Background: an optimization exercise with open tools, aiming at small area, a short achievable clock period and few clock cycles per item. Do not read the settings as production practice.
RTL that was checked went through simulation tests only; none was proved equivalent to the original.
For runs 1, 3 and 4, only the layout was checked, not whether the RTL still works.
No activity file was given, so power comes from the tool's default toggle rates.

--- config.mk ---
export PLATFORM = sky130hd
export DESIGN_NAME = priority_ordered_ready_ring_top
export DESIGN_NICKNAME = priority_ordered_ready_ring_top
export VERILOG_FILES = /design/flow/design.v
export SDC_FILE = /design/flow/constraint.sdc
export NUM_CORES = 4
export LEC_CHECK = 0
export CAP_MARGIN = 20
export CORE_MARGIN = 2
export CORE_UTILIZATION = 40
export SETUP_SLACK_MARGIN = 3.5
export SLEW_MARGIN = 20
--- constraint.sdc ---
create_clock -name core_clock -period 6.0 [get_ports {clk}]
set_input_delay 1.2000 -clock core_clock [delete_from_list [all_inputs] [get_ports {clk}]]
set_output_delay 1.2000 -clock core_clock [all_outputs]
set_load 0.01 [all_outputs]
--- design.v ---
package orr_pkg;
  localparam int MAX_THREADS = 16;
  localparam int ID_BITS     = 8;
  localparam int PRIO_BITS   = 8;
  localparam int IDX_W       = $clog2(MAX_THREADS);
  localparam int CNT_W       = $clog2(MAX_THREADS + 1);
  localparam logic [1:0] CMD_ADD    = 2'd0;
  localparam logic [1:0] CMD_REMOVE = 2'd1;
  localparam logic [1:0] CMD_SCHED  = 2'd2;
  localparam logic [1:0] ST_OK        = 2'd0;
  localparam logic [1:0] ST_NOT_FOUND = 2'd1;
  localparam logic [1:0] ST_FULL      = 2'd2;
  localparam logic [1:0] ST_PRESENT   = 2'd3;
  typedef struct packed {
    logic load;      
    logic compare;   
    logic locate;    
    logic execute;   
  } dp_cmd_t;
  typedef struct packed {
    logic out_hold;   
  } dp_stat_t;
endpackage
module orr_ctrl (
  input  logic                          clk,
  input  logic                          rst,
  input  logic                          in_valid,
  output logic                          in_stall,
  input  logic [1:0]                    command,
  input  logic [orr_pkg::ID_BITS-1:0]   thread_id,
  input  logic [orr_pkg::PRIO_BITS-1:0] priority_req,
  output logic                          out_valid,
  input  logic                          out_stall,
  output logic [1:0]                    status,
  output logic [orr_pkg::ID_BITS-1:0]   current_id,
  output logic                          current_valid,
  output logic                          move,
  output logic                          exec,
  output logic [1:0]                    cmd_q,
  output logic [orr_pkg::ID_BITS-1:0]   id_q,
  output logic [orr_pkg::PRIO_BITS-1:0] prio_q,
  input  logic [1:0]                    res_status,
  input  logic [orr_pkg::ID_BITS-1:0]   res_id,
  input  logic                          res_valid
);
  logic                        r_full;     
  logic                        e_full;     
  logic                        q_one;      
  logic                        q_two;      
  logic [1:0]                  old_status;
  logic [orr_pkg::ID_BITS-1:0] old_id;
  logic                        old_valid;
  logic                        accept, pop;
  assign exec      = e_full & ~q_two;
  assign move      = r_full & (~e_full | ~q_two);
  assign in_stall  = r_full & e_full & q_two;
  assign accept    = in_valid & ~in_stall;
  assign out_valid = q_one;
  assign pop       = q_one & ~out_stall;
  assign status        = q_two ? old_status : res_status;
  assign current_id    = q_two ? old_id     : res_id;
  assign current_valid = q_two ? old_valid  : res_valid;
  always_ff @(posedge clk) begin
    if (rst) begin
      r_full <= 1'b0;
      e_full <= 1'b0;
      q_one  <= 1'b0;
      q_two  <= 1'b0;
    end else begin
      r_full <= accept | (r_full & ~move);
      e_full <= move | (e_full & ~exec);
      if (exec & ~pop) begin
        q_one <= 1'b1;
        q_two <= q_one;
      end else if (pop & ~exec) begin
        q_one <= q_two;
        q_two <= 1'b0;
      end
    end
  end
  always_ff @(posedge clk) begin
    if (~in_stall) begin
      cmd_q  <= command;
      id_q   <= thread_id;
      prio_q <= priority_req;
    end
    if (~q_two) begin
      old_status <= res_status;
      old_id     <= res_id;
      old_valid  <= res_valid;
    end
  end
endmodule
module orr_datapath (
  input  logic                          clk,
  input  logic                          rst,
  input  logic                          move,
  input  logic                          exec,
  input  logic [1:0]                    cmd_q,
  input  logic [orr_pkg::ID_BITS-1:0]   id_q,
  input  logic [orr_pkg::PRIO_BITS-1:0] prio_q,
  output logic [1:0]                    res_status,
  output logic [orr_pkg::ID_BITS-1:0]   res_id,
  output logic                          res_valid
);
  localparam int N  = orr_pkg::MAX_THREADS;
  localparam int IW = orr_pkg::ID_BITS;
  localparam int PW = orr_pkg::PRIO_BITS;
  logic [N-1:0][IW-1:0] slot_id;
  logic [N-1:0][PW-1:0] slot_prio;
  logic [N-1:0]         slot_valid;
  logic [N-1:0]         slot_mark;
  logic [1:0]           cmd_e;
  logic [IW-1:0]        id_e;
  logic [PW-1:0]        prio_e;
  logic [N-1:0]         hit_e, le_e;
  logic                 found_e;
  logic [N-1:0]         hit_r, le_r, hit_f, le_f;
  logic                 found_r, found_f, same_id, same_le;
  logic [N-1:0]         hit_pre;
  logic                 full, mark_hit, mark_last, any_mark;
  logic                 do_add, do_rem, do_sched;
  logic [N-1:0]         sel_new, sel_up, sel_dn, sel_hold;
  logic [N-1:0]         mark_sched;
  logic [IW-1:0]        sched_id;
  always_comb begin
    for (int i = 0; i < N; i++) begin
      hit_r[i] = slot_valid[i] && (slot_id[i] == id_q);
      le_r[i]  = slot_valid[i] && (slot_prio[i] <= prio_q);
    end
  end
  assign found_r = |hit_r;
  assign same_id = (id_e == id_q);
  assign same_le = (prio_e <= prio_q);
  always_comb begin
    for (int i = 0; i < N; i++) begin
      hit_f[i] = (sel_hold[i] && hit_r[i]) || (sel_new[i] && same_id) ||
                 (sel_up[i] && hit_r[(i == 0) ? 0 : i-1]) ||
                 (sel_dn[i] && (i != N-1) && hit_r[(i == N-1) ? N-1 : i+1]);
      le_f[i]  = (sel_hold[i] && le_r[i]) || (sel_new[i] && same_le) ||
                 (sel_up[i] && le_r[(i == 0) ? 0 : i-1]) ||
                 (sel_dn[i] && (i != N-1) && le_r[(i == N-1) ? N-1 : i+1]);
    end
  end
  assign found_f = (do_add && same_id) || (found_r && !(do_rem && same_id));
  always_ff @(posedge clk) begin
    if (move) begin
      cmd_e   <= cmd_q;
      id_e    <= id_q;
      prio_e  <= prio_q;
      hit_e   <= hit_f;
      le_e    <= le_f;
      found_e <= found_f;
    end
  end
  always_comb begin
    hit_pre[0] = hit_e[0];
    for (int i = 1; i < N; i++) hit_pre[i] = hit_pre[i-1] | hit_e[i];
  end
  assign full      = slot_valid[N-1];
  assign mark_hit  = |(hit_e & slot_mark);
  assign any_mark  = |slot_mark;
  assign mark_last = |(slot_mark & ~{1'b0, slot_valid[N-1:1]});
  assign do_add   = exec && (cmd_e == orr_pkg::CMD_ADD) && !found_e && !full;
  assign do_rem   = exec && (cmd_e == orr_pkg::CMD_REMOVE) && found_e;
  assign do_sched = exec && (cmd_e == orr_pkg::CMD_SCHED);
  always_comb begin
    for (int i = 0; i < N; i++) begin
      sel_new[i]  = do_add && !le_e[i] && ((i == 0) || le_e[(i == 0) ? 0 : i-1]);
      sel_up[i]   = do_add && (i != 0) && !le_e[(i == 0) ? 0 : i-1];
      sel_dn[i]   = do_rem && hit_pre[i];
      sel_hold[i] = !(sel_new[i] || sel_up[i] || sel_dn[i]);
    end
  end
  always_comb begin
    mark_sched[0] = !any_mark || mark_last;
    for (int i = 1; i < N; i++) mark_sched[i] = slot_mark[i-1] && slot_valid[i];
  end
  always_comb begin
    sched_id = '0;
    for (int i = 0; i < N; i++) sched_id = sched_id | ({IW{mark_sched[i]}} & slot_id[i]);
  end
  logic [N-1:0][IW-1:0] id_nx;
  logic [N-1:0][PW-1:0] pr_nx;
  always_comb begin
    for (int i = 0; i < N; i++) begin
      id_nx[i] = ({IW{sel_hold[i]}} & slot_id[i]) | ({IW{sel_new[i]}} & id_e) |
                 ({IW{sel_up[i]}} & ((i == 0) ? '0 : slot_id[(i == 0) ? 0 : i-1])) |
                 ({IW{sel_dn[i]}} & ((i == N-1) ? '0 : slot_id[(i == N-1) ? N-1 : i+1]));
      pr_nx[i] = ({PW{sel_hold[i]}} & slot_prio[i]) | ({PW{sel_new[i]}} & prio_e) |
                 ({PW{sel_up[i]}} & ((i == 0) ? '0 : slot_prio[(i == 0) ? 0 : i-1])) |
                 ({PW{sel_dn[i]}} & ((i == N-1) ? '0 : slot_prio[(i == N-1) ? N-1 : i+1]));
    end
  end
  always_ff @(posedge clk) begin
    slot_id   <= id_nx;
    slot_prio <= pr_nx;
  end
  always_ff @(posedge clk) begin
    if (rst) begin
      slot_valid <= '0;
      slot_mark  <= '0;
    end else begin
      for (int i = 0; i < N; i++) begin
        if (sel_new[i]) begin
          slot_valid[i] <= 1'b1;
          slot_mark[i]  <= 1'b0;
        end else if (sel_up[i]) begin
          slot_valid[i] <= slot_valid[(i == 0) ? 0 : i-1];
          slot_mark[i]  <= slot_mark[(i == 0) ? 0 : i-1];
        end else if (sel_dn[i]) begin
          slot_valid[i] <= (i == N-1) ? 1'b0 : slot_valid[(i == N-1) ? N-1 : i+1];
          slot_mark[i]  <= ((i == N-1) ? 1'b0 : slot_mark[(i == N-1) ? N-1 : i+1]) ||
                           (mark_hit && hit_e[0] && (i < N-1) &&
                            slot_valid[(i >= N-1) ? N-1 : i+1] &&
                            ((i >= N-2) ? 1'b1 : !slot_valid[(i >= N-2) ? N-1 : i+2]));
        end else if (do_rem) begin
          slot_mark[i]  <= slot_mark[i] ||
                           (mark_hit && (i != N-1) && hit_e[(i == N-1) ? N-1 : i+1]);
        end else if (do_sched) begin
          slot_mark[i]  <= mark_sched[i] && slot_valid[0];
        end
      end
    end
  end
  always_ff @(posedge clk) begin
    if (rst) begin
      res_valid <= 1'b0;
      res_id    <= '0;
    end else if (do_rem && mark_hit) begin
      res_valid <= 1'b0;
      res_id    <= '0;
    end else if (do_sched) begin
      res_valid <= slot_valid[0];
      res_id    <= slot_valid[0] ? sched_id : '0;
    end
  end
  always_ff @(posedge clk) begin
    if (exec) begin
      case (cmd_e)
        orr_pkg::CMD_ADD:    res_status <= found_e ? orr_pkg::ST_PRESENT :
                                           full    ? orr_pkg::ST_FULL : orr_pkg::ST_OK;
        orr_pkg::CMD_REMOVE: res_status <= found_e ? orr_pkg::ST_OK : orr_pkg::ST_NOT_FOUND;
        default:             res_status <= orr_pkg::ST_OK;
      endcase
    end
  end
endmodule
module priority_ordered_ready_ring_top (
  input  logic                          clk,
  input  logic                          rst,
  input  logic                          in_valid,
  output logic                          in_stall,
  input  logic [1:0]                    command,
  input  logic [orr_pkg::ID_BITS-1:0]   thread_id,
  input  logic [orr_pkg::PRIO_BITS-1:0] priority_req,
  output logic                          out_valid,
  input  logic                          out_stall,
  output logic [1:0]                    status,
  output logic [orr_pkg::ID_BITS-1:0]   current_id,
  output logic                          current_valid
);
  logic                          move;
  logic                          exec;
  logic [1:0]                    cmd_q;
  logic [orr_pkg::ID_BITS-1:0]   id_q;
  logic [orr_pkg::PRIO_BITS-1:0] prio_q;
  logic [1:0]                    res_status;
  logic [orr_pkg::ID_BITS-1:0]   res_id;
  logic                          res_valid;
  orr_ctrl u_ctrl (
    .clk           (clk),
    .rst           (rst),
    .in_valid      (in_valid),
    .in_stall      (in_stall),
    .command       (command),
    .thread_id     (thread_id),
    .priority_req  (priority_req),
    .out_valid     (out_valid),
    .out_stall     (out_stall),
    .status        (status),
    .current_id    (current_id),
    .current_valid (current_valid),
    .move          (move),
    .exec          (exec),
    .cmd_q         (cmd_q),
    .id_q          (id_q),
    .prio_q        (prio_q),
    .res_status    (res_status),
    .res_id        (res_id),
    .res_valid     (res_valid)
  );
  orr_datapath u_datapath (
    .clk        (clk),
    .rst        (rst),
    .move       (move),
    .exec       (exec),
    .cmd_q      (cmd_q),
    .id_q       (id_q),
    .prio_q     (prio_q),
    .res_status (res_status),
    .res_id     (res_id),
    .res_valid  (res_valid)
  );
endmodule
--- run.sh ---
#!/bin/bash
# synth_recipe.tcl (not shown) runs the flow's synth.tcl, then flattens the netlist and writes it again
# the make line also repeats each setting of config.mk as NAME=value (left out here)
make -C /OpenROAD-flow-scripts/flow DESIGN_CONFIG=/design/flow/config.mk WORK_HOME=/design/flow/orfs CLKGATE_MAP_FILE= SYNTH_SCRIPT=/design/flow/synth_recipe.tcl finish
==> results.toml, run 1 <==
[finish]
layout.cells.most_common_list = "nand2_1, dfxtp_1, a222oi_1, ha_1, buf_4"
final_core_util_pct = 51.56
fin_cells = 3393
area_delta_synth_final_pct = 28.22
final_common_cell = "nand2_1"
nNetsFinal = 2812
drive_above_1_share_pct = 23.10
nFillCells = 4920

[place]
port_buffers = 34
dp_cells = 3119
gp_congestion = 0.9955
hpwl_um = 65460

[synth]
synth-simple-area-share_pct = 18.64
postSynthAreaPerCell_um2 = 8.737
synth_top_area_share_pct = 28.36
yosysWarnings = 2
syn_area_mm2 = 0.02203
synth_cells = 2521
syn_nets = 2680
synthXorXnorAreaFrac_pct = 5.448
synth_fa_ha_area_share_pct = 7.782
synth_compound_area_share_pct = 24.86
ys_top_cells_by_area = "dfxtp_1, edfxtp_1, nand2_1, a222oi_1, ha_1"
muxShareOfSynthArea_pct = 0.6987
synth_top_family_by_area = "compound AO/OA/AOI/OAI gates"
synth_top_area_cell = "dfxtp_1"
synthFlopType = "dfxtp_1"
synth_seq_cells = 383
ys_types = 68
synth_edf_count = 71
synthArstFlopShare_pct = 0
seq_area_frac_synth_pct = 38.04

[die]
die_h_um = 238.7
fp.dieW_um = 238.7
fp-row-count = 86
die_area_mm2 = 0.05696
start_util_pct = 40.22
io_pins = 35
core_area_mm2 = 0.05477

[critical_path]
reg2regPathDepth = 11
crit_required_ns = 6.51
crit_type = "reg2reg"
r2r_setup_slack_ns = 3.08
crit_start = "u_datapath.hit_e[1]"
crit_path_end = "u_datapath.slot_valid[11]"
arrival_ns = 3.43
cp-end-kind = "register"
cp_max_fo = 8
r2r-end = "u_datapath.slot_valid[11]"
cp-start-kind = "register"
reg2reg_from = "u_datapath.hit_e[1]"

[detailed_routing]
routed_wl_um = 103300
drtAntennaViolNets = 0
drcViolationCount = 0
viasPerCell = 6.938
first_pass_iters = 13
num_vias = 23540
drtIter0Drc = 4380
wl_per_cell_um = 30.44

[sta]
min_period_ns = 2.918
fin_crit_sh_pct = 48.64
tightest_slew_ns = 1.106
timing.setup.tns_ns = 0
setup_viol = 0
skew_ns = 0.01678
slew_headroom_pct = 26.28
hold_violations = 0
max_freq_mhz = 342.6
drv_slew = 0
rsz0062_at_grt = "true"

[pwr]
p_seq_share_pct = 47.1
intPower_mw = 4.920
finalPower_mw = 7.123
clkPwrFrac_pct = 39.4
p_comb_share_pct = 13.6
irDropWorstVdd_mv = 0.2520
pwr_density_cell_mw_per_mm2 = 252.2
switchingPower_mw = 2.203
p_leak_nw = 11.63
swShare_pct = 30.92

[status]
status = "timing/DRC/antenna clean"

[global_route]
grt_antenna_before_repair = 3
grt_use_total_pct = 34.72
grt_pass1_vias = 22160
grt_overflow = 0
grt_max_degree = 38
grt_pass1_wl_um = 147500

[clock_tree]
cts_buffers = 45
cts_root_buf = "clkbuf_16"
tritoncts = "done"
insertion_delay_ns = 0.59
cts_sinks = 383
path_clk_slew_ns = 0.06
h-tree-depth = 2
cts_buffer_depth = 3
cts_hold_buf = 0

[run]
drv_cap = 0

[hold_path]
worstHoldPathType = "reg2reg"
stage by stage:
stage          setup slack (ns)  cell area [um2]  hold WS [ns]
3_5_place_dp              2.020            23050        0.4171
3_3_place_gp              2.101            23050        0.4124
6_report                  3.082            28240        0.4250
4_1_cts                   3.104            26850        0.4227
5_1_grt                   3.027            28240        0.4261
2_1_floorplan             3.196            22150        0.4003
critical path: stages (launching register included):
cell and delay (ns):
edfxtp_1 0.39, or4_4 0.63, or4_4 0.49, nor4_4 0.24, buf_6 0.17, buf_6 0.10
a21oi_4 0.05, buf_6 0.15, nor3_4 0.26, buf_6 0.18, nand2_2 0.05, a21oi_1 0.11
layer usage:
| layer | wire (um) | GRT usage [%] |
|---|---|---|
| met1 | 37440 | 42.19 |
| met2 | 46200 | 55.05 |
| met3 | 11580 | 8.037 |
| met4 | 8055 | 22.84 |
| met5 | 18 | 0 |
power by group through the flow:
stage                     registers, mW  clock network, mW  logic (mW)
after floorplan                    3.10                  0       0.611
after global placement             3.37                  0       0.766
after detailed placement           3.37                  0       0.814
after CTS                          3.31               2.81       0.892
after global routing               3.34               2.91        1.06
final                              3.35               2.80       0.965
cells in the mapped netlist (29+ instances only):
cell type  instances
a21oi_1           72
a221o_1           39
a222oi_1         190
a22o_1            29
a22oi_1          107
and2_1            30
clkbuf_1         179
dfxtp_1          312
edfxtp_1          71
ha_1             137
inv_1             51
nand2_1          522
nand3_1           89
nand4_1           43
nor2_1            78
nor3_1            36
o21ai_0           62
xnor2_1           97
xor2_1            40
area by class of cell:
class	count	area (um2)	share of cell area [%]
Antenna cell	1	2.502	0.008861
Multi-Input combinational cell	1888	14160	50.13
Tap cell	704	880.8	3.119
Timing Repair Buffer	282	3114	11.03
Inverter	53	207.7	0.7354
Clock inverter	21	131.4	0.4652
Clock buffer	61	1360	4.816
Sequential cell	383	8387	29.70
state kept, by name, summed over array words and instances (netlist names), 16 cells and up:
name                   count
u_datapath.hit_e          16
u_datapath.slot_prio     128
u_datapath.slot_mark      16
u_datapath.slot_valid     16
u_datapath.slot_id       128
u_datapath.le_e           16
worst min path at each step:
stage / start / end / slack [ns] / cells after the start
floorplan: u_ctrl.cmd_q[0] / u_datapath.cmd_e[0] / 0.40 / 0
global placement: u_ctrl.cmd_q[0] / u_datapath.cmd_e[0] / 0.41 / 0
detailed placement: u_ctrl.cmd_q[1] / u_datapath.cmd_e[1] / 0.42 / 0
CTS: u_ctrl.cmd_q[1] / u_datapath.cmd_e[1] / 0.42 / 0
global route: u_ctrl.cmd_q[1] / u_datapath.cmd_e[1] / 0.43 / 0
finish: u_ctrl.cmd_q[1] / u_datapath.cmd_e[1] / 0.42 / 0
kinds of logic (layout without fill, tap and decap cells):
family	after synthesis	count (layout)
other	0	1
muxes	14	14
adders and majority gates	137	137
DFF	383	383
buffers and inverters	262	417
xor gates and xnor gates	137	137
AOI/OAI and AO/OA	681	689
and+or+nand+nor	907	911
what timing repair did:
action / CTS / global route
gates resized for setup: 343 / 221
setup buffers: 117 / 43
pin swaps: 63 / 83
endpoints found under the setup margin: 371 / 299
cloned: 20 / 11
==> inputs of run 2 (changes only) <==
--- a/design.v
+++ b/design.v
@@ -113,12 +113,11 @@
   logic [1:0]           cmd_e;
   logic [IW-1:0]        id_e;
   logic [PW-1:0]        prio_e;
-  logic [N-1:0]         hit_e, le_e;
-  logic                 found_e;
-  logic [N-1:0]         hit_r, le_r, hit_f, le_f;
-  logic                 found_r, found_f, same_id, same_le;
-  logic [N-1:0]         hit_pre;
-  logic                 full, mark_hit, mark_last, any_mark;
+  logic [N-1:0]         hp_e, le_e;    
+  logic [N-1:0]         hit_r, le_r, hp_r, hp_f, le_f;
+  logic                 same_id, same_le;
+  logic [N-1:0]         hit_e;
+  logic                 found_e, full, mark_hit, mark_last, any_mark;
   logic                 do_add, do_rem, do_sched;
   logic [N-1:0]         sel_new, sel_up, sel_dn, sel_hold;
   logic [N-1:0]         mark_sched;
@@ -129,33 +128,40 @@
       le_r[i]  = slot_valid[i] && (slot_prio[i] <= prio_q);
     end
   end
-  assign found_r = |hit_r;
+  logic [N-1:0] hp1, hp2, hp3;
+  always_comb begin
+    for (int i = 0; i < N; i++) begin
+      hp1[i]  = hit_r[i] | ((i >= 1) ? hit_r[(i >= 1) ? i-1 : 0] : 1'b0);
+      hp2[i]  = hp1[i]   | ((i >= 2) ? hp1[(i >= 2) ? i-2 : 0]   : 1'b0);
+      hp3[i]  = hp2[i]   | ((i >= 4) ? hp2[(i >= 4) ? i-4 : 0]   : 1'b0);
+      hp_r[i] = hp3[i]   | ((i >= 8) ? hp3[(i >= 8) ? i-8 : 0]   : 1'b0);
+    end
+  end
   assign same_id = (id_e == id_q);
   assign same_le = (prio_e <= prio_q);
   always_comb begin
     for (int i = 0; i < N; i++) begin
-      hit_f[i] = (sel_hold[i] && hit_r[i]) || (sel_new[i] && same_id) ||
-                 (sel_up[i] && hit_r[(i == 0) ? 0 : i-1]) ||
-                 (sel_dn[i] && (i != N-1) && hit_r[(i == N-1) ? N-1 : i+1]);
-      le_f[i]  = (sel_hold[i] && le_r[i]) || (sel_new[i] && same_le) ||
-                 (sel_up[i] && le_r[(i == 0) ? 0 : i-1]) ||
-                 (sel_dn[i] && (i != N-1) && le_r[(i == N-1) ? N-1 : i+1]);
+      hp_f[i] = !(do_rem && same_id) &&
+                ((sel_hold[i] && hp_r[i]) ||
+                 ((sel_new[i] || sel_up[i]) && (same_id || ((i != 0) && hp_r[(i == 0) ? 0 : i-1]))) ||
+                 (sel_dn[i] && hp_r[(i == N-1) ? N-1 : i+1]));
+      le_f[i] = (sel_hold[i] && le_r[i]) || (sel_new[i] && same_le) ||
+                (sel_up[i] && le_r[(i == 0) ? 0 : i-1]) ||
+                (sel_dn[i] && (i != N-1) && le_r[(i == N-1) ? N-1 : i+1]);
     end
   end
-  assign found_f = (do_add && same_id) || (found_r && !(do_rem && same_id));
   always_ff @(posedge clk) begin
     if (move) begin
       cmd_e   <= cmd_q;
       id_e    <= id_q;
       prio_e  <= prio_q;
-      hit_e   <= hit_f;
+      hp_e    <= hp_f;
       le_e    <= le_f;
-      found_e <= found_f;
     end
   end
+  assign found_e = hp_e[N-1];
   always_comb begin
-    hit_pre[0] = hit_e[0];
-    for (int i = 1; i < N; i++) hit_pre[i] = hit_pre[i-1] | hit_e[i];
+    for (int i = 0; i < N; i++) hit_e[i] = hp_e[i] && ((i == 0) || !hp_e[(i == 0) ? 0 : i-1]);
   end
   assign full      = slot_valid[N-1];
   assign mark_hit  = |(hit_e & slot_mark);
@@ -168,7 +174,7 @@
     for (int i = 0; i < N; i++) begin
       sel_new[i]  = do_add && !le_e[i] && ((i == 0) || le_e[(i == 0) ? 0 : i-1]);
       sel_up[i]   = do_add && (i != 0) && !le_e[(i == 0) ? 0 : i-1];
-      sel_dn[i]   = do_rem && hit_pre[i];
+      sel_dn[i]   = do_rem && hp_e[i];
       sel_hold[i] = !(sel_new[i] || sel_up[i] || sel_dn[i]);
     end
   end
--- a/config.mk
+++ b/config.mk
@@ -7,6 +7,7 @@
 export LEC_CHECK = 0
 export CAP_MARGIN = 20
 export CORE_MARGIN = 2
-export CORE_UTILIZATION = 40
-export SETUP_SLACK_MARGIN = 3.5
+export CORE_UTILIZATION = 60
+export CTS_BUF_LIST = sky130_fd_sc_hd__clkbuf_4 sky130_fd_sc_hd__clkbuf_8
+export SETUP_SLACK_MARGIN = 3.2
 export SLEW_MARGIN = 20
==> run 2 against run 1 <==
Still clean. Clock-buffer cell count rose by 37. Sequential share of layout area rose by 4.3 points. Register-to-register slack improved by 0.09 ns. Die area fell by 34%. Global-route usage rose by 9.0 points. Clock power fell by 5%. Worst hold slack improved by 0.0038 ns. Sequential power fell by 3%. First-iteration DRC count rose by 25%. Synthesized cell count fell by 0.99%. Total power fell by 6.3%. Critical path depth fell by 8. Critical path type is now reg2out. Critical endpoint is now current_id[2].
==> results.toml, run 2 <==
[detailed_routing]
num_vias = 22380
wl_met1_um = 31400
drtIter0Drc = 5487
wl_met3_um = 13060
wl_per_cell_um = 28.54
drcViolationCount = 0
drtAntennaViolNets = 0
first_pass_iters = 17
viasPerCell = 7.408
wl_met2_um = 37390
routed_wl_um = 86220
highest_layer = "met5"

[place]
port_buffers = 34
gp_congestion = 1.021
hpwl_um = 58800

[sta]
min_period_ns = 2.895
skew_ns = 0.02275
tightest_slew_ns = 1.151
setup_viol = 0
slew_headroom_pct = 23.28
hold_violations = 0
max_freq_mhz = 345.4
fin_crit_sh_pct = 48.25
timing.setup.tns_ns = 0
drv_slew = 0
rsz0062_at_grt = "true"

[finish]
final_core_util_pct = 69.01
drive_above_1_share_pct = 12.70
nNetsFinal = 2668
area_delta_synth_final_pct = 12.92
nFillCells = 2801
reg.largest.list = "u_datapath.slot_id: 128 flops, u_datapath.slot_prio: 128 flops"
layout.cells.most_common_list = "nand2_1, dfxtp_1, a222oi_1, ha_1, buf_4"
final_common_cell = "nand2_1"
multiInputGateArea_mm2 = 0.01262
regArea_mm2 = 0.008354
antenna_cells = 0

[critical_path]
cp-end-kind = "output pin"
cp-start-kind = "register"
crit_type = "reg2out"
crit_required_ns = 4.80
cp_max_fo = 5
arrival_ns = 1.69

[clock_tree]
cts_root_buf = "clkbuf_8"
path_clk_slew_ns = 0.06
cts_buffers = 67
insertion_delay_ns = 0.65
cts_buffer_depth = 3
tritoncts = "done"
cts_hold_buf = 0
h-tree-depth = 3
cts_sinks = 382

[synth]
synth_cells = 2496
yosysWarnings = 2
seq_area_frac_synth_pct = 38.31
syn_nets = 2655
syn_area_mm2 = 0.02179
ys_types = 68
ys_top_cells_by_area = "dfxtp_1, a222oi_1, edfxtp_1, nand2_1, ha_1"
synth_top_area_share_pct = 28.66
postSynthAreaPerCell_um2 = 8.731
synth_top_area_cell = "dfxtp_1"
synthFlopType = "dfxtp_1"
synth_seq_cells = 382
synth_most_common_cell = "nand2_1"
synth.top_cells.by_count = "nand2_1, dfxtp_1, a222oi_1"
synth_edf_count = 70
synthArstFlopShare_pct = 0

[pwr]
p_leak_nw = 10.63
finalPower_mw = 6.675
switchingPower_mw = 2.001
swShare_pct = 29.98
pwr_density_cell_mw_per_mm2 = 271.3
irDropWorstVdd_mv = 0.2376
p_comb_share_pct = 11.4
clkPwrFrac_pct = 39.7
intPower_mw = 4.674
p_seq_share_pct = 48.8

[die]
io_pins = 35
die_h_um = 194.6
fp.dieW_um = 194.6
core_area_mm2 = 0.03566
fp-row-count = 69
start_util_pct = 61.12
die_area_mm2 = 0.03786

[status]
status = "timing/DRC/antenna clean"

[run]
drv_cap = 0

[global_route]
grt_pass1_wl_um = 128100
grt_max_degree = 51
grt_antenna_before_repair = 1
grt_pass1_vias = 21150
grt_overflow = 0
grt_use_total_pct = 43.75

[hold_path]
worstHoldPathType = "reg2reg"
run 2: changes by cell type in the layout (fill, tap and decap cells not counted), moves of 50 or more:
cell       before  now
a222oi_1      190  248
buf_6          99   18
clkbuf_16      52    2
clkbuf_8       12   79
nand2_1       447  545
nand2_2        64    2
run 2: power groups by stage:
stage	combinational, mW	clock, mW	sequential [mW]
after floorplan	0.554	0	3.07
after global placement	0.650	0	3.28
after detailed placement	0.693	0	3.28
after CTS	0.731	2.65	3.22
after global routing	0.858	2.76	3.26
final	0.763	2.65	3.26
run 2: final cells by class:
cell class	count	area share, %
clock buffer	98	4.998
clock inverter	22	0.8949
inverter	81	1.327
multi-input combinational	1839	51.28
sequential	382	33.95
tap	461	2.344
timing repair buffer	138	5.202
run 2: cells by family (layout without fill, tap and decap cells):
family / Yosys count / count (layout) / share of synthesized area, %
xor+xnor: 137 / 137 / 5.506
flops: 382 / 382 / 38.31
simple gates: 906 / 907 / 18.56
fa+ha+maj: 137 / 137 / 7.866
buf+inv: 276 / 339 / 5.081
compound gates: 645 / 645 / 24.02
mux: 13 / 13 / 0.6603
run 2: routing by layer:
metal	vias to the layer above	track usage, %
li1	9533	-
met1	10550	56.80
met2	1920	67.08
met3	377	12.55
met4	4	20.85
met5	-	1.149
run 2: worst max-delay path: stages, from the launching register on:
cell	delay (ns)
dfxtp_4	0.41
clkbuf_16	0.16
mux2_2	0.35
buf_6	0.13
run 2: stage by stage:
stage	hold slack, ns	area [um2]	instances	setup WS [ns]
6_report	0.4288	24610	3021	3.105
3_5_place_dp	0.4116	22290	2840	2.231
4_1_cts	0.4249	24200	2994	3.033
3_3_place_gp	0.4011	22270	2839	2.368
2_1_floorplan	0.4003	21800	2496	3.171
5_1_grt	0.4527	24610	3021	3.076
run 2: final timing paths:
check,startpoint,to,slack (ns),cells after the start
worst min register to register,u_ctrl.cmd_q[0],u_datapath.cmd_e[0],0.43,0
worst max-delay path,u_ctrl.q_two,current_id[2],3.11,3
worst min-delay path,u_ctrl.cmd_q[0],u_datapath.cmd_e[0],0.43,0
worst max register to register,u_datapath.id_e[6],u_datapath.hp_e[15],3.17,6
run 2: timing repair:
item                                    CTS  global route
setup buffers                            34            24
endpoints found under the setup margin  330           134
pin swaps                                 3             8
resized for setup                        82            64
cloned                                    0             3
Testbench counts of run 2, summed over its fixed seeds: cycles 24,024, items 24,000.
==> inputs of run 3 (changes only) <==
--- a/design.v
+++ b/design.v
@@ -39,17 +39,17 @@
   output logic [1:0]                    cmd_q,
   output logic [orr_pkg::ID_BITS-1:0]   id_q,
   output logic [orr_pkg::PRIO_BITS-1:0] prio_q,
-  input  logic [1:0]                    res_status,
-  input  logic [orr_pkg::ID_BITS-1:0]   res_id,
+  input  logic [1:0]                    res_status,    
+  input  logic [orr_pkg::ID_BITS-1:0]   res_id,        
   input  logic                          res_valid
 );
   logic                        r_full;     
   logic                        e_full;     
   logic                        q_one;      
   logic                        q_two;      
-  logic [1:0]                  old_status;
-  logic [orr_pkg::ID_BITS-1:0] old_id;
-  logic                        old_valid;
+  logic [1:0]                  skid_status;
+  logic [orr_pkg::ID_BITS-1:0] skid_id;
+  logic                        skid_valid;
   logic                        accept, pop;
   assign exec      = e_full & ~q_two;
   assign move      = r_full & (~e_full | ~q_two);
@@ -57,9 +57,6 @@
   assign accept    = in_valid & ~in_stall;
   assign out_valid = q_one;
   assign pop       = q_one & ~out_stall;
-  assign status        = q_two ? old_status : res_status;
-  assign current_id    = q_two ? old_id     : res_id;
-  assign current_valid = q_two ? old_valid  : res_valid;
   always_ff @(posedge clk) begin
     if (rst) begin
       r_full <= 1'b0;
@@ -84,10 +81,15 @@
       id_q   <= thread_id;
       prio_q <= priority_req;
     end
+    if (~q_one | pop) begin
+      status        <= q_two ? skid_status : res_status;
+      current_id    <= q_two ? skid_id     : res_id;
+      current_valid <= q_two ? skid_valid  : res_valid;
+    end
     if (~q_two) begin
-      old_status <= res_status;
-      old_id     <= res_id;
-      old_valid  <= res_valid;
+      skid_status <= res_status;
+      skid_id     <= res_id;
+      skid_valid  <= res_valid;
     end
   end
 endmodule
@@ -110,18 +112,26 @@
   logic [N-1:0][PW-1:0] slot_prio;
   logic [N-1:0]         slot_valid;
   logic [N-1:0]         slot_mark;
-  logic [1:0]           cmd_e;
+  logic                 add_e;       
+  logic                 rem_e;       
+  logic                 sched_e;     
+  logic [1:0]           status_e;
   logic [IW-1:0]        id_e;
   logic [PW-1:0]        prio_e;
   logic [N-1:0]         hp_e, le_e;    
   logic [N-1:0]         hit_r, le_r, hp_r, hp_f, le_f;
   logic                 same_id, same_le;
+  logic                 found_f, full_f, add_f, rem_f;
+  logic [1:0]           status_f;
+  logic [N-1:0]         valid_nx, mark_nx;
   logic [N-1:0]         hit_e;
-  logic                 found_e, full, mark_hit, mark_last, any_mark;
+  logic                 mark_hit, mark_last, any_mark;
   logic                 do_add, do_rem, do_sched;
   logic [N-1:0]         sel_new, sel_up, sel_dn, sel_hold;
   logic [N-1:0]         mark_sched;
   logic [IW-1:0]        sched_id;
+  logic [IW-1:0]        cur_id;      
+  logic                 cur_valid;   
   always_comb begin
     for (int i = 0; i < N; i++) begin
       hit_r[i] = slot_valid[i] && (slot_id[i] == id_q);
@@ -150,32 +160,45 @@
                 (sel_dn[i] && (i != N-1) && le_r[(i == N-1) ? N-1 : i+1]);
     end
   end
+  assign found_f = (do_add && same_id) || (hp_r[N-1] && !(do_rem && same_id));
+  assign full_f  = valid_nx[N-1];
+  assign add_f   = (cmd_q == orr_pkg::CMD_ADD) && !found_f && !full_f;
+  assign rem_f   = (cmd_q == orr_pkg::CMD_REMOVE) && found_f;
+  always_comb begin
+    case (cmd_q)
+      orr_pkg::CMD_ADD:    status_f = found_f ? orr_pkg::ST_PRESENT :
+                                      full_f  ? orr_pkg::ST_FULL : orr_pkg::ST_OK;
+      orr_pkg::CMD_REMOVE: status_f = found_f ? orr_pkg::ST_OK : orr_pkg::ST_NOT_FOUND;
+      default:             status_f = orr_pkg::ST_OK;
+    endcase
+  end
   always_ff @(posedge clk) begin
     if (move) begin
-      cmd_e   <= cmd_q;
+      add_e    <= add_f;
+      rem_e    <= rem_f;
+      sched_e  <= (cmd_q == orr_pkg::CMD_SCHED);
+      status_e <= status_f;
       id_e    <= id_q;
       prio_e  <= prio_q;
       hp_e    <= hp_f;
       le_e    <= le_f;
     end
   end
-  assign found_e = hp_e[N-1];
   always_comb begin
     for (int i = 0; i < N; i++) hit_e[i] = hp_e[i] && ((i == 0) || !hp_e[(i == 0) ? 0 : i-1]);
   end
-  assign full      = slot_valid[N-1];
   assign mark_hit  = |(hit_e & slot_mark);
   assign any_mark  = |slot_mark;
   assign mark_last = |(slot_mark & ~{1'b0, slot_valid[N-1:1]});
-  assign do_add   = exec && (cmd_e == orr_pkg::CMD_ADD) && !found_e && !full;
-  assign do_rem   = exec && (cmd_e == orr_pkg::CMD_REMOVE) && found_e;
-  assign do_sched = exec && (cmd_e == orr_pkg::CMD_SCHED);
+  assign do_add   = exec && add_e;
+  assign do_rem   = exec && rem_e;
+  assign do_sched = exec && sched_e;
   always_comb begin
     for (int i = 0; i < N; i++) begin
       sel_new[i]  = do_add && !le_e[i] && ((i == 0) || le_e[(i == 0) ? 0 : i-1]);
       sel_up[i]   = do_add && (i != 0) && !le_e[(i == 0) ? 0 : i-1];
       sel_dn[i]   = do_rem && hp_e[i];
-      sel_hold[i] = !(sel_new[i] || sel_up[i] || sel_dn[i]);
+      sel_hold[i] = !(do_add && !le_e[i]) && !sel_dn[i];
     end
   end
   always_comb begin
@@ -202,53 +225,58 @@
     slot_id   <= id_nx;
     slot_prio <= pr_nx;
   end
+  always_comb begin
+    for (int i = 0; i < N; i++) begin
+      valid_nx[i] = slot_valid[i];
+      mark_nx[i]  = slot_mark[i];
+      if (sel_new[i]) begin
+        valid_nx[i] = 1'b1;
+        mark_nx[i]  = 1'b0;
+      end else if (sel_up[i]) begin
+        valid_nx[i] = slot_valid[(i == 0) ? 0 : i-1];
+        mark_nx[i]  = slot_mark[(i == 0) ? 0 : i-1];
+      end else if (sel_dn[i]) begin
+        valid_nx[i] = (i == N-1) ? 1'b0 : slot_valid[(i == N-1) ? N-1 : i+1];
+        mark_nx[i]  = ((i == N-1) ? 1'b0 : slot_mark[(i == N-1) ? N-1 : i+1]) ||
+                      (mark_hit && hit_e[0] && (i < N-1) &&
+                       slot_valid[(i >= N-1) ? N-1 : i+1] &&
+                       ((i >= N-2) ? 1'b1 : !slot_valid[(i >= N-2) ? N-1 : i+2]));
+      end else if (do_rem) begin
+        mark_nx[i]  = slot_mark[i] ||
+                      (mark_hit && (i != N-1) && hit_e[(i == N-1) ? N-1 : i+1]);
+      end else if (do_sched) begin
+        mark_nx[i]  = mark_sched[i] && slot_valid[0];
+      end
+    end
+  end
   always_ff @(posedge clk) begin
     if (rst) begin
       slot_valid <= '0;
       slot_mark  <= '0;
     end else begin
-      for (int i = 0; i < N; i++) begin
-        if (sel_new[i]) begin
-          slot_valid[i] <= 1'b1;
-          slot_mark[i]  <= 1'b0;
-        end else if (sel_up[i]) begin
-          slot_valid[i] <= slot_valid[(i == 0) ? 0 : i-1];
-          slot_mark[i]  <= slot_mark[(i == 0) ? 0 : i-1];
-        end else if (sel_dn[i]) begin
-          slot_valid[i] <= (i == N-1) ? 1'b0 : slot_valid[(i == N-1) ? N-1 : i+1];
-          slot_mark[i]  <= ((i == N-1) ? 1'b0 : slot_mark[(i == N-1) ? N-1 : i+1]) ||
-                           (mark_hit && hit_e[0] && (i < N-1) &&
-                            slot_valid[(i >= N-1) ? N-1 : i+1] &&
-                            ((i >= N-2) ? 1'b1 : !slot_valid[(i >= N-2) ? N-1 : i+2]));
-        end else if (do_rem) begin
-          slot_mark[i]  <= slot_mark[i] ||
-                           (mark_hit && (i != N-1) && hit_e[(i == N-1) ? N-1 : i+1]);
-        end else if (do_sched) begin
-          slot_mark[i]  <= mark_sched[i] && slot_valid[0];
-        end
-      end
+      slot_valid <= valid_nx;
+      slot_mark  <= mark_nx;
     end
   end
-  always_ff @(posedge clk) begin
-    if (rst) begin
-      res_valid <= 1'b0;
-      res_id    <= '0;
-    end else if (do_rem && mark_hit) begin
-      res_valid <= 1'b0;
-      res_id    <= '0;
+  always_comb begin
+    res_valid = cur_valid;
+    res_id    = cur_id;
+    if (do_rem && mark_hit) begin
+      res_valid = 1'b0;
+      res_id    = '0;
     end else if (do_sched) begin
-      res_valid <= slot_valid[0];
-      res_id    <= slot_valid[0] ? sched_id : '0;
+      res_valid = slot_valid[0];
+      res_id    = slot_valid[0] ? sched_id : '0;
     end
+    res_status = status_e;
   end
   always_ff @(posedge clk) begin
-    if (exec) begin
-      case (cmd_e)
-        orr_pkg::CMD_ADD:    res_status <= found_e ? orr_pkg::ST_PRESENT :
-                                           full    ? orr_pkg::ST_FULL : orr_pkg::ST_OK;
-        orr_pkg::CMD_REMOVE: res_status <= found_e ? orr_pkg::ST_OK : orr_pkg::ST_NOT_FOUND;
-        default:             res_status <= orr_pkg::ST_OK;
-      endcase
+    if (rst) begin
+      cur_valid <= 1'b0;
+      cur_id    <= '0;
+    end else begin
+      cur_valid <= res_valid;
+      cur_id    <= res_id;
     end
   end
 endmodule
--- a/config.mk
+++ b/config.mk
@@ -7,7 +7,7 @@
 export LEC_CHECK = 0
 export CAP_MARGIN = 20
 export CORE_MARGIN = 2
-export CORE_UTILIZATION = 60
+export CORE_UTILIZATION = 45
 export CTS_BUF_LIST = sky130_fd_sc_hd__clkbuf_4 sky130_fd_sc_hd__clkbuf_8
 export SETUP_SLACK_MARGIN = 3.2
 export SLEW_MARGIN = 20
==> run 3 against run 2 <==
Clock-buffer cell count is 19 higher. Sequential share of layout area decreased by 0.50 points. Cell count increased by 9.5%. Worst hold slack gained 0.023 ns. Fmax is 3.9% higher. Clock power up 7%. Design area grew 6.0%. Synthesized cell count increased by 2.5%. First-iteration DRC count shrank 35%. Utilization shrank 17 points. Setup slack improved by 0.11 ns.
==> results.toml, run 3 <==
[status]
status = "timing/DRC/antenna clean"

[synth]
synth.top_cells.by_count = "nand2_1, a22oi_1, dfxtp_1"
synth_top_area_cell = "dfxtp_1"
synth_cells = 2558
yosysWarnings = 2
synthArstFlopShare_pct = 0
syn_nets = 2717
ys_types = 77
syn_area_mm2 = 0.02284
synthFlopType = "dfxtp_1"
synth_seq_cells = 394
seq_area_frac_synth_pct = 38.12
synth_top_area_share_pct = 27.34
synth_most_common_cell = "nand2_1"
postSynthAreaPerCell_um2 = 8.930
ys_top_cells_by_area = "dfxtp_1, a22oi_1, edfxtp_1, ha_1, nand2_1"
synth_edf_count = 82

[critical_path]
crit_type = "reg2reg"
cp-end-kind = "register"
cp-start-kind = "register"
r2r_setup_slack_ns = 3.21
reg2reg_from = "u_ctrl.prio_q[7]"
r2r-end = "u_datapath.le_e[11]"
cp_slowest_stage_delay_ns = 0.47
arrival_ns = 3.19
worstPathCellList = "clkinvlp_4 -> ha_1 -> and4_1 -> a221oi_4 -> buf_4 -> a31o_4 -> a221o_1"
cp_max_fo = 8
reg2regPathDepth = 7
crit_path_top_delay_cell = "and4_1"
crit_required_ns = 6.41
crit_start = "u_ctrl.prio_q[7]"

[pwr]
p_leak_nw = 10.50
finalPower_mw = 9.167
pwr_density_cell_mw_per_mm2 = 351.5
irDropWorstVdd_mv = 0.1674

[clock_tree]
cts_buffer_depth = 3
cts_sinks = 394
cts_hold_buf = 0
path_clk_slew_ns = 0.06
cts_buffers = 73
tritoncts = "done"
h-tree-depth = 3
cts_root_buf = "clkbuf_8"
insertion_delay_ns = 0.69

[die]
start_util_pct = 45.53
core_area_mm2 = 0.05017
fp-row-count = 82
die_area_mm2 = 0.05258
io_pins = 35
die_h_um = 229.3
fp.dieW_um = 229.3

[global_route]
grt_use_total_pct = 34.61
grt_antenna_before_repair = 0
grt_max_degree = 39
grt_pass1_wl_um = 139200
grt_pass1_vias = 21800
grt_overflow = 0

[finish]
nNetsFinal = 2738
layout.cells.most_common_list = "nand2_1, a22oi_1, dfxtp_1, ha_1, xnor2_1"
drive_above_1_share_pct = 13.13
area_delta_synth_final_pct = 14.18
final_common_cell = "nand2_1"
fin_cells = 3308
reg.largest.list = "u_datapath.slot_id: 128 flops, u_datapath.slot_prio: 128 flops"
nFillCells = 4633
antenna_cells = 0
final_core_util_pct = 51.98

[detailed_routing]
drtAntennaViolNets = 0
drcViolationCount = 0
num_vias = 22580
wl_per_cell_um = 28.29
viasPerCell = 6.826
routed_wl_um = 93580
first_pass_iters = 11
drtIter0Drc = 3540

[run]
drv_cap = 0

[sta]
setup_viol = 0
max_freq_mhz = 358.8
fin_crit_sh_pct = 46.45
tightest_slew_ns = 0.9616
min_period_ns = 2.787
drv_slew = 0
hold_violations = 0
rsz0062_at_grt = "true"
slew_headroom_pct = 35.83
skew_ns = 0.03876
timing.setup.tns_ns = 0

[hold_path]
worstHoldStart = "u_ctrl.prio_q[4]"
hold-path-endpoint = "u_datapath.prio_e[4]"
worstHoldPathType = "reg2reg"
hold_depth = 0

[place]
dp_cells = 3120
gp_congestion = 1.029
port_buffers = 34
hpwl_um = 65170
[run 3: cell types whose count changed in the layout (fill, tap and decap cells not counted), sizes merged, moves of 13 or more]
cell / before / now
a211o: 18 / 4
clkbuf: 100 / 118
nor2: 81 / 66
xnor2: 71 / 108
xor2: 66 / 28
or4: 1 / 16
a22oi: 65 / 349
nor3: 45 / 13
a222oi: 248 / 105
nand2: 547 / 420
o21ai: 50 / 63
[run 3: cells by family (layout without fill, tap and decap cells)]
kind of cell / after synthesis / in the layout / synth area share (%)
compound gates: 834 / 835 / 27.75
simple gates: 774 / 774 / 16.08
flops: 394 / 394 / 38.12
buf+inv: 280 / 357 / 5.182
fa+ha+maj: 137 / 137 / 7.504
xor+xnor: 136 / 136 / 5.215
mux: 3 / 3 / 0.1424
[run 3: repair_timing]
| action | 4_1_cts | 5_1_grt |
|---|---|---|
| resized for setup | 47 | 37 |
| setup endpoints to repair | 265 | 95 |
| pin swaps | 2 | 2 |
| setup buffers | 40 | 15 |
| cloned | 0 | 1 |
[run 3: through the flow]
step / instance area (um2) / setup slack [ns] / hold WS, ns
final: 26080 / 3.213 / 0.4521
after CTS: 25760 / 3.068 / 0.4537
after floorplan: 22850 / 3.330 / 0.4225
after global placement: 23600 / 2.491 / 0.4286
after detailed placement: 23630 / 2.448 / 0.4355
after global routing: 26080 / 3.164 / 0.4728
[run 3: final cells by class]
class | instances | area [um2] | share of cell area [%]
multi-input combinational | 1885 | 13230 | 50.74
sequential | 394 | 8725 | 33.45
clock buffer | 117 | 1435 | 5.503
timing repair buffer | 150 | 1421 | 5.450
tap | 672 | 840.8 | 3.224
inverter | 75 | 296.5 | 1.137
clock inverter | 15 | 128.9 | 0.4941
[run 3: how the worst max path moves through the flow]
stage | endpoint | slack (ns) | cells after the start
4_1_cts | in_stall | 3.07 | 4
6_report | u_datapath.le_e[11] | 3.21 | 7
3_3_place_gp | u_datapath.le_e[13] | 2.49 | 9
5_1_grt | u_datapath.le_e[10] | 3.16 | 10
3_5_place_dp | u_datapath.le_e[13] | 2.45 | 9
2_1_floorplan | u_datapath.add_e | 3.33 | 3
[run 3: worst max-delay path, delay by kind of cell, from the launching register on]
| family | cells | cell delay (ns) |
|---|---|---|
| AOI/OAI and AO/OA | 3 | 0.78 |
| and+or+nand+nor | 1 | 0.47 |
| buffers and inverters | 2 | 0.44 |
| adders and majority gates | 1 | 0.42 |
| DFF | 1 | 0.39 |
[run 3: report_power, final]
part           switching [mW]  internal (mW)
Clock                    1.23           1.60
Combinational           0.957          0.957
Sequential               1.12           3.30
Total                    3.31           5.85
[run 3: metal layers]
| metal | vias up | GRT usage [%] | wire, um |
|---|---|---|---|
| met1 | 10860 | 45.76 | 37030 |
| met4 | 0 | 15.67 | 4160 |
| met5 | - | 0 | 0 |
| met3 | 289 | 8.765 | 11030 |
| met2 | 1589 | 53.18 | 41360 |
| li1 | 9847 | - | - |
==> inputs of run 4 (changes only) <==
--- a/design.v
+++ b/design.v
@@ -238,12 +238,13 @@
       end else if (sel_dn[i]) begin
         valid_nx[i] = (i == N-1) ? 1'b0 : slot_valid[(i == N-1) ? N-1 : i+1];
         mark_nx[i]  = ((i == N-1) ? 1'b0 : slot_mark[(i == N-1) ? N-1 : i+1]) ||
-                      (mark_hit && hit_e[0] && (i < N-1) &&
+                      (slot_mark[0] && hit_e[0] && (i < N-1) &&
                        slot_valid[(i >= N-1) ? N-1 : i+1] &&
                        ((i >= N-2) ? 1'b1 : !slot_valid[(i >= N-2) ? N-1 : i+2]));
       end else if (do_rem) begin
         mark_nx[i]  = slot_mark[i] ||
-                      (mark_hit && (i != N-1) && hit_e[(i == N-1) ? N-1 : i+1]);
+                      ((i != N-1) && slot_mark[(i == N-1) ? N-1 : i+1] &&
+                       hit_e[(i == N-1) ? N-1 : i+1]);
       end else if (do_sched) begin
         mark_nx[i]  = mark_sched[i] && slot_valid[0];
       end
--- a/config.mk
+++ b/config.mk
@@ -7,7 +7,7 @@
 export LEC_CHECK = 0
 export CAP_MARGIN = 20
 export CORE_MARGIN = 2
-export CORE_UTILIZATION = 45
+export CORE_UTILIZATION = 50
 export CTS_BUF_LIST = sky130_fd_sc_hd__clkbuf_4 sky130_fd_sc_hd__clkbuf_8
-export SETUP_SLACK_MARGIN = 3.2
+export SETUP_SLACK_MARGIN = 3.3
 export SLEW_MARGIN = 20
==> run 4 against run 3 <==
Sequential share of layout area rose by 0.26 points. Flip-flop and latch count did not move. Routed wire length fell by 3.6%. Global-route usage rose by 3.0 points. Clock skew fell by 0.011 ns. Die area fell by 9.9%. Synthesized cell count rose by 1.6%. Total power fell by 1.7%. Critical path depth rose by 3.
==> results.toml, run 4 <==
[critical_path]
crit_type = "reg2reg"
cp_slowest_stage_delay_ns = 0.36
cp-end-kind = "register"
r2r_setup_slack_ns = 3.27
cp-start-kind = "register"
path_depth = 10
crit_path_end = "u_datapath.le_e[4]"
arrival_ns = 3.14
worst-path-buf-inv = 4
worstPathCellList = "buf_4 -> nor2b_4 -> nand2_2 -> buf_4 -> nor2_1 -> buf_6 -> nor2_1 -> buf_4 -> and3b_1 -> a211o_1"
cpLargestDelayFamily = "simple AND/OR/NAND/NOR gates"
reg2reg_from = "u_ctrl.q_two"
cp_max_fo = 20
reg2regPathDepth = 10
cp_common_cell = "buf_4"
crit_required_ns = 6.41
crit_start = "u_ctrl.q_two"
r2r-end = "u_datapath.le_e[4]"
crit_path_top_delay_cell = "dfxtp_4"

[die]
fp.dieW_um = 217.6
die_h_um = 217.6
fp-row-count = 78
core_area_mm2 = 0.04519
die_area_mm2 = 0.04736
start_util_pct = 50.49
io_pins = 35

[clock_tree]
cts_root_buf = "clkbuf_8"
h-tree-depth = 3
cts_buffer_depth = 3
insertion_delay_ns = 0.67
cts_sinks = 394
cts_buffers = 72
tritoncts = "done"
path_clk_slew_ns = 0.06

[finish]
nNetsFinal = 2783
final_core_util_pct = 57.35
area_delta_synth_final_pct = 13.59
postLayoutCellArea_mm2 = 0.02592
reg.largest.list = "u_datapath.slot_id: 128 flops, u_datapath.slot_prio: 128 flops"
antenna_cells = 0
final_common_cell = "nand2_1"
drive_above_1_share_pct = 13.92
layout.cells.most_common_list = "nand2_1, a22oi_1, dfxtp_1, ha_1, xnor2_1"
nFillCells = 4045

[sta]
timing.setup.tns_ns = 0
slew_headroom_pct = 28.84
rsz0062_at_grt = "true"
max_freq_mhz = 366.4
min_period_ns = 2.729
drv_slew = 0
fin_crit_sh_pct = 45.48
tightest_slew_ns = 1.063
skew_ns = 0.02731
setup_viol = 0
hold_violations = 0

[global_route]
grt_use_total_pct = 37.59
grt_overflow = 0
grt_pass1_wl_um = 135600
grt_pass1_vias = 21190
grt_antenna_before_repair = 1
grt_max_degree = 49

[pwr]
swShare_pct = 35.74
switchingPower_mw = 3.219
pwr_density_cell_mw_per_mm2 = 347.5
clkPwrFrac_pct = 30.8
finalPower_mw = 9.007
p_seq_share_pct = 48.8
irDropWorstVdd_mv = 0.2575
intPower_mw = 5.788
p_comb_share_pct = 20.4
p_leak_nw = 10.74

[synth]
syn_nets = 2758
synthFlopType = "dfxtp_1"
ys_types = 72
ys_top_cells_by_area = "dfxtp_1, a22oi_1, edfxtp_1, nand2_1, ha_1"
seq_area_frac_synth_pct = 38.17
postSynthAreaPerCell_um2 = 8.779
synth_edf_count = 82
synth_most_common_cell = "nand2_1"
yosysWarnings = 2
synth_seq_cells = 394
syn_area_mm2 = 0.02282
synth_top_area_share_pct = 27.38
synth.top_cells.by_count = "nand2_1, a22oi_1, dfxtp_1"
synth_top_area_cell = "dfxtp_1"
synth_cells = 2599
synthArstFlopShare_pct = 0

[place]
gp_congestion = 0.9834
hpwl_um = 62980
dpl_cell_area_mm2 = 0.02351
port_buffers = 34

[hold_path]
worstHoldPathType = "reg2reg"

[detailed_routing]
wl_per_cell_um = 27.51
drtAntennaViolNets = 0
viasPerCell = 6.866
num_vias = 22510
routed_wl_um = 90200
first_pass_iters = 10
drtIter0Drc = 3378
drcViolationCount = 0

[status]
status = "timing/DRC/antenna clean"

[run]
drv_cap = 0
-- run 4: what timing repair did --
| item | CTS | global route |
|---|---|---|
| endpoints found under the setup margin | 353 | 136 |
| hold buffers | 0 | 0 |
| pin swaps | 5 | 19 |
| resized for setup | 83 | 55 |
| setup buffers | 37 | 17 |
-- run 4: cell type report --
cell class / instances / area, um2 / share of cell area, %
well taps: 600 / 750.7 / 2.897
flip-flops and latches: 394 / 8738 / 33.72
repair buffers: 153 / 1329 / 5.127
multi-input cells: 1932 / 13280 / 51.22
inverters: 71 / 277.8 / 1.072
clock inverters: 18 / 161.4 / 0.6228
clock buffers: 111 / 1384 / 5.340
-- run 4: worst reg2reg max path: cells and delay by family, from the launching register on --
kind                   cells  cell delay (ns)
AO/OA/AOI/OAI              1             0.26
buffers and inverters      4             0.90
AND/OR/NAND/NOR            5             0.97
flip-flops                 1             0.36
-- run 4: metrics by stage --
stage	setup slack, ns	hold WS [ns]	std cells
4_1_cts	3.182	0.4607	3262
3_5_place_dp	2.135	0.4430	3096
2_1_floorplan	3.228	0.4225	2599
3_3_place_gp	2.266	0.4356	3094
5_1_grt	3.179	0.4684	3279
6_report	3.271	0.4591	3279
-- run 4: worst min-delay path by stage --
stage	startpoint	end	cells after the start	slack (ns)
CTS	u_ctrl.prio_q[5]	u_datapath.prio_e[5]	0	0.46
finish	u_ctrl.skid_id[5]	u_ctrl.skid_id[5]	2	0.46
global route	u_ctrl.prio_q[7]	u_datapath.prio_e[7]	0	0.47
detailed placement	u_ctrl.prio_q[5]	u_datapath.prio_e[5]	0	0.44
global placement	u_ctrl.prio_q[5]	u_datapath.prio_e[5]	0	0.44
floorplan	u_ctrl.skid_id[5]	u_ctrl.skid_id[5]	2	0.42
-- run 4: power groups by stage --
stage | Combinational (mW) | Sequential, mW | Clock (mW)
2_1_floorplan | 1.41 | 3.86 | 0
3_3_place_gp | 1.64 | 4.40 | 0
3_5_place_dp | 1.72 | 4.39 | 0
4_1_cts | 1.80 | 4.31 | 2.80
5_1_grt | 2.08 | 4.41 | 2.92
6_report | 1.84 | 4.39 | 2.78
-- run 4: cell families (layout without fill, tap and decap cells) --
family / count (synthesis) / count (layout) / share of synthesized area [%]
mux: 12 / 12 / 0.5704
buf+inv: 273 / 353 / 5.166
fa+ha+maj: 137 / 137 / 7.513
flops: 394 / 394 / 38.17
compound gates: 808 / 808 / 26.35
simple gates: 839 / 839 / 17.01
xor+xnor: 136 / 136 / 5.221
-- run 4: per-layer routing --
metal	vias to the layer above	share of wire, %	global-route usage, %
met5	-	0	0
met4	0	3.9	14.86
met3	248	10	8.257
met2	1429	45	58.79
met1	10950	41	50.45
li1	9885	-	-
==> inputs of run 5 (changes only) <==
--- a/design.v
+++ b/design.v
@@ -41,38 +41,48 @@
   output logic [orr_pkg::PRIO_BITS-1:0] prio_q,
   input  logic [1:0]                    res_status,    
   input  logic [orr_pkg::ID_BITS-1:0]   res_id,        
-  input  logic                          res_valid
+  input  logic                          res_valid,
+  input  logic [orr_pkg::ID_BITS-1:0]   cur_id,        
+  input  logic                          cur_valid
 );
   logic                        r_full;     
   logic                        e_full;     
   logic                        q_one;      
   logic                        q_two;      
   logic [1:0]                  skid_status;
-  logic [orr_pkg::ID_BITS-1:0] skid_id;
-  logic                        skid_valid;
   logic                        accept, pop;
+  logic                        r_full_nx, e_full_nx, q_one_nx, q_two_nx;
   assign exec      = e_full & ~q_two;
   assign move      = r_full & (~e_full | ~q_two);
-  assign in_stall  = r_full & e_full & q_two;
   assign accept    = in_valid & ~in_stall;
   assign out_valid = q_one;
   assign pop       = q_one & ~out_stall;
+  always_comb begin
+    r_full_nx = accept | (r_full & ~move);
+    e_full_nx = move | (e_full & ~exec);
+    q_one_nx  = q_one;
+    q_two_nx  = q_two;
+    if (exec & ~pop) begin
+      q_one_nx = 1'b1;
+      q_two_nx = q_one;
+    end else if (pop & ~exec) begin
+      q_one_nx = q_two;
+      q_two_nx = 1'b0;
+    end
+  end
   always_ff @(posedge clk) begin
     if (rst) begin
-      r_full <= 1'b0;
-      e_full <= 1'b0;
-      q_one  <= 1'b0;
-      q_two  <= 1'b0;
+      r_full   <= 1'b0;
+      e_full   <= 1'b0;
+      q_one    <= 1'b0;
+      q_two    <= 1'b0;
+      in_stall <= 1'b0;
     end else begin
-      r_full <= accept | (r_full & ~move);
-      e_full <= move | (e_full & ~exec);
-      if (exec & ~pop) begin
-        q_one <= 1'b1;
-        q_two <= q_one;
-      end else if (pop & ~exec) begin
-        q_one <= q_two;
-        q_two <= 1'b0;
-      end
+      r_full   <= r_full_nx;
+      e_full   <= e_full_nx;
+      q_one    <= q_one_nx;
+      q_two    <= q_two_nx;
+      in_stall <= r_full_nx & e_full_nx & q_two_nx;
     end
   end
   always_ff @(posedge clk) begin
@@ -83,13 +93,11 @@
     end
     if (~q_one | pop) begin
       status        <= q_two ? skid_status : res_status;
-      current_id    <= q_two ? skid_id     : res_id;
-      current_valid <= q_two ? skid_valid  : res_valid;
+      current_id    <= q_two ? cur_id      : res_id;
+      current_valid <= q_two ? cur_valid   : res_valid;
     end
     if (~q_two) begin
       skid_status <= res_status;
-      skid_id     <= res_id;
-      skid_valid  <= res_valid;
     end
   end
 endmodule
@@ -103,7 +111,9 @@
   input  logic [orr_pkg::PRIO_BITS-1:0] prio_q,
   output logic [1:0]                    res_status,
   output logic [orr_pkg::ID_BITS-1:0]   res_id,
-  output logic                          res_valid
+  output logic                          res_valid,
+  output logic [orr_pkg::ID_BITS-1:0]   cur_id,      
+  output logic                          cur_valid    
 );
   localparam int N  = orr_pkg::MAX_THREADS;
   localparam int IW = orr_pkg::ID_BITS;
@@ -130,8 +140,6 @@
   logic [N-1:0]         sel_new, sel_up, sel_dn, sel_hold;
   logic [N-1:0]         mark_sched;
   logic [IW-1:0]        sched_id;
-  logic [IW-1:0]        cur_id;      
-  logic                 cur_valid;   
   always_comb begin
     for (int i = 0; i < N; i++) begin
       hit_r[i] = slot_valid[i] && (slot_id[i] == id_q);
@@ -303,6 +311,8 @@
   logic [1:0]                    res_status;
   logic [orr_pkg::ID_BITS-1:0]   res_id;
   logic                          res_valid;
+  logic [orr_pkg::ID_BITS-1:0]   cur_id;
+  logic                          cur_valid;
   orr_ctrl u_ctrl (
     .clk           (clk),
     .rst           (rst),
@@ -323,7 +333,9 @@
     .prio_q        (prio_q),
     .res_status    (res_status),
     .res_id        (res_id),
-    .res_valid     (res_valid)
+    .res_valid     (res_valid),
+    .cur_id        (cur_id),
+    .cur_valid     (cur_valid)
   );
   orr_datapath u_datapath (
     .clk        (clk),
@@ -335,6 +347,8 @@
     .prio_q     (prio_q),
     .res_status (res_status),
     .res_id     (res_id),
-    .res_valid  (res_valid)
+    .res_valid  (res_valid),
+    .cur_id     (cur_id),
+    .cur_valid  (cur_valid)
   );
 endmodule
--- a/config.mk
+++ b/config.mk
@@ -7,7 +7,7 @@
 export LEC_CHECK = 0
 export CAP_MARGIN = 20
 export CORE_MARGIN = 2
-export CORE_UTILIZATION = 50
+export CORE_UTILIZATION = 55
 export CTS_BUF_LIST = sky130_fd_sc_hd__clkbuf_4 sky130_fd_sc_hd__clkbuf_8
-export SETUP_SLACK_MARGIN = 3.3
+export SETUP_SLACK_MARGIN = 3.4
 export SLEW_MARGIN = 20
==> run 5 against run 4 <==
Still clean. Combinational power up 3%. Area after synthesis down 0.42%. Via count up 2.2%. Sequential power up 2%. Clock-buffer cell count down 5. Clock skew up 0.023 ns. Fmax up 5.9%. Largest power group unchanged.
==> results.toml, run 5 <==
[die]
fp-row-count = 74
core_area_mm2 = 0.04083
die_h_um = 207.3
io_pins = 35
die_area_mm2 = 0.04295
fp.dieW_um = 207.3
start_util_pct = 55.64

[global_route]
grt_overflow = 0
grt_antenna_before_repair = 0
grt_pass1_wl_um = 138300
grt_max_degree = 47
grt_pass1_vias = 21700
grt_use_total_pct = 42.09

[pwr]
pwr_density_cell_mw_per_mm2 = 352.7
clkPwrFrac_pct = 29.3
swShare_pct = 37.52
p_leak_nw = 10.65
irDropWorstVdd_mv = 0.2789
intPower_mw = 5.645
p_seq_share_pct = 49.7
p_comb_share_pct = 21.0
switchingPower_mw = 3.391

[clock_tree]
insertion_delay_ns = 0.69
path_clk_slew_ns = 0.06
tritoncts = "done"
cts_buffer_depth = 3
cts_root_buf = "clkbuf_8"
cts_buffers = 71
cts_sinks = 386
h-tree-depth = 3

[finish]
nNetsFinal = 2754
area_delta_synth_final_pct = 12.78
final_common_cell = "nand2_1"
reg.largest.list = "u_datapath.slot_id: 128 flops, u_datapath.slot_prio: 128 flops"
drive_above_1_share_pct = 13.81
layout.cells.most_common_list = "nand2_1, a22oi_1, dfxtp_1, ha_1, xnor2_1"
antenna_cells = 0

[detailed_routing]
drtAntennaViolNets = 0
viasPerCell = 7.230
drcViolationCount = 0
first_pass_iters = 13
drtIter0Drc = 3919
wl_per_cell_um = 29.33
num_vias = 23010
routed_wl_um = 93330

[critical_path]
arrival_ns = 3.09
cp-end-kind = "register"
worstPathCellList = "nand2_1 -> o21ai_0 -> nor4_1 -> a21oi_2 -> a21oi_1 -> nor2b_1"
cp-start-kind = "register"
crit_required_ns = 6.51
cp_max_fo = 15
crit_type = "reg2reg"
cp_slowest_stage_delay_ns = 0.64
crit_path_top_delay_cell = "a21oi_2"

[synth]
synthArstFlopShare_pct = 0
synth_cells = 2582
synth_top_area_cell = "dfxtp_1"
synth_edf_count = 82
syn_nets = 2742
synth.top_cells.by_count = "nand2_1, a22oi_1, dfxtp_1"
seq_area_frac_synth_pct = 37.62
postSynthAreaPerCell_um2 = 8.800
ys_types = 77
synthFlopType = "dfxtp_1"
ys_top_cells_by_area = "dfxtp_1, a22oi_1, edfxtp_1, ha_1, nand2_1"
synth_top_area_share_pct = 26.79
synth_most_common_cell = "nand2_1"
syn_area_mm2 = 0.02272
yosysWarnings = 2
synth_seq_cells = 386

[sta]
min_period_ns = 2.577
setup_viol = 0
skew_ns = 0.05079
hold_violations = 0
max_freq_mhz = 388.0
slew_headroom_pct = 18.85
tightest_slew_ns = 1.216
timing.hold.ws_ns = 0.4679
drv_slew = 0
rsz0062_at_grt = "true"
fin_crit_sh_pct = 42.95
timing.setup.tns_ns = 0

[place]
gp_congestion = 1.044
hpwl_um = 65300
port_buffers = 34

[status]
status = "timing/DRC/antenna clean"

[run]
drv_cap = 0

[hold_path]
worstHoldPathType = "reg2reg"
run 5: path summary, 6_finish.rpt:
kind,from,to,slack [ns],cells past startpoint
worst max-delay path,u_datapath.slot_mark[3],u_datapath.cur_id[1],3.42,6
worst min-delay path,u_ctrl.prio_q[3],u_datapath.prio_e[3],0.47,0
worst max register to register,u_datapath.slot_mark[3],u_datapath.cur_id[1],3.42,6
worst min register to register,u_ctrl.prio_q[3],u_datapath.prio_e[3],0.47,0
run 5: metrics by stage:
stage               utilization (%)  std cells  area (um2)  setup slack, ns  total power [mW]
finish                        62.75       3182       25620            3.423             9.036
global route                  62.75       3182       25620            3.338             9.373
global placement              56.69       2989       23150            2.671             6.123
detailed placement            56.70       2989       23150            2.586             6.201
floorplan                         -       2582       22720            3.452             5.269
CTS                           61.90       3171       25280            3.327             8.852
run 5: area by class of cell:
type	count	area, um2
tap	532	665.6
multi-input combinational	1901	13190
timing repair buffer	154	1418
clock buffer	106	1303
inverter	80	325.3
sequential	386	8568
clock inverter	23	152.6
fill	3561	15210
run 5: critical path: cells and delay by family, from the launching register on:
family / cells / cell delay [ns]
flops: 1 / 0.51
compound gates: 3 / 1.38
simple gates: 3 / 0.52
run 5: per-layer routing:
metal / global-route usage, % / part of all wire, % / vias up
met5: 0 / 0 / -
met4: 23.47 / 6.4 / 0
met3: 11.79 / 14 / 401
met2: 59.60 / 41 / 1798
met1: 57.67 / 39 / 11000
li1: - / - / 9811
run 5: power groups by stage:
| stage | sequential, mW | clock [mW] | combinational (mW) |
|---|---|---|---|
| 2_1_floorplan | 3.83 | 0 | 1.44 |
| 3_3_place_gp | 4.47 | 0 | 1.66 |
| 3_5_place_dp | 4.46 | 0 | 1.74 |
| 4_1_cts | 4.37 | 2.65 | 1.83 |
| 5_1_grt | 4.46 | 2.77 | 2.14 |
| 6_report | 4.49 | 2.65 | 1.90 |
run 5: kinds of logic after synthesis:
family | synth area share [%]
compound gates | 27.25
mux | 0.1432
flops | 37.62
simple gates | 16.24
xor+xnor | 5.243
buf+inv | 5.859
fa+ha+maj | 7.644
run 5: what timing repair did:
item	in CTS	in global routing
hold buffers	0	0
endpoints found under the setup margin	276	200
buffers inserted	52	11
resized for setup	64	57
pin swaps	4	13
cloned	1	0
Testbench counts of run 5, summed over its fixed seeds: cycles 24,024, items 24,000.

## what the ideal ports hide
Ports are ideal in the flow. The routed layouts listed here were re-timed in OpenROAD.
Step 1 assumes that a clkbuf_16 drives the clock port and a buf_2 every other input.
Step 2, shift: input delay + t, output delay - t, t = (earliest + latest rising clock arrival at the registers) / 2. This alone moves slack from input paths to output paths.
a / b / c = no drivers / after step 1 / after step 2; a / b = the first two.
run	t (ns)	slack for setup (ns)	hold slack, ns
run 1	0.643	3.082 / 3.082 / 2.999	0.425 / 0.425 / 0.425
run 2	0.692	3.105 / 3.050 / 3.174	0.429 / 0.429 / 0.429
run 3	0.728	3.213 / 3.205 / 3.213	0.452 / 0.452 / 0.452
run 4	0.708	3.271 / 3.271 / 3.271	0.459 / 0.459 / 0.459
run 5	0.720	3.423 / 3.423 / 3.423	0.468 / 0.468 / 0.468
After both steps setup and hold are still met in every run listed. For run 1, which loses most, drivers alone change the setup slack by 0.000 ns; drivers and shift together by -0.083 ns.
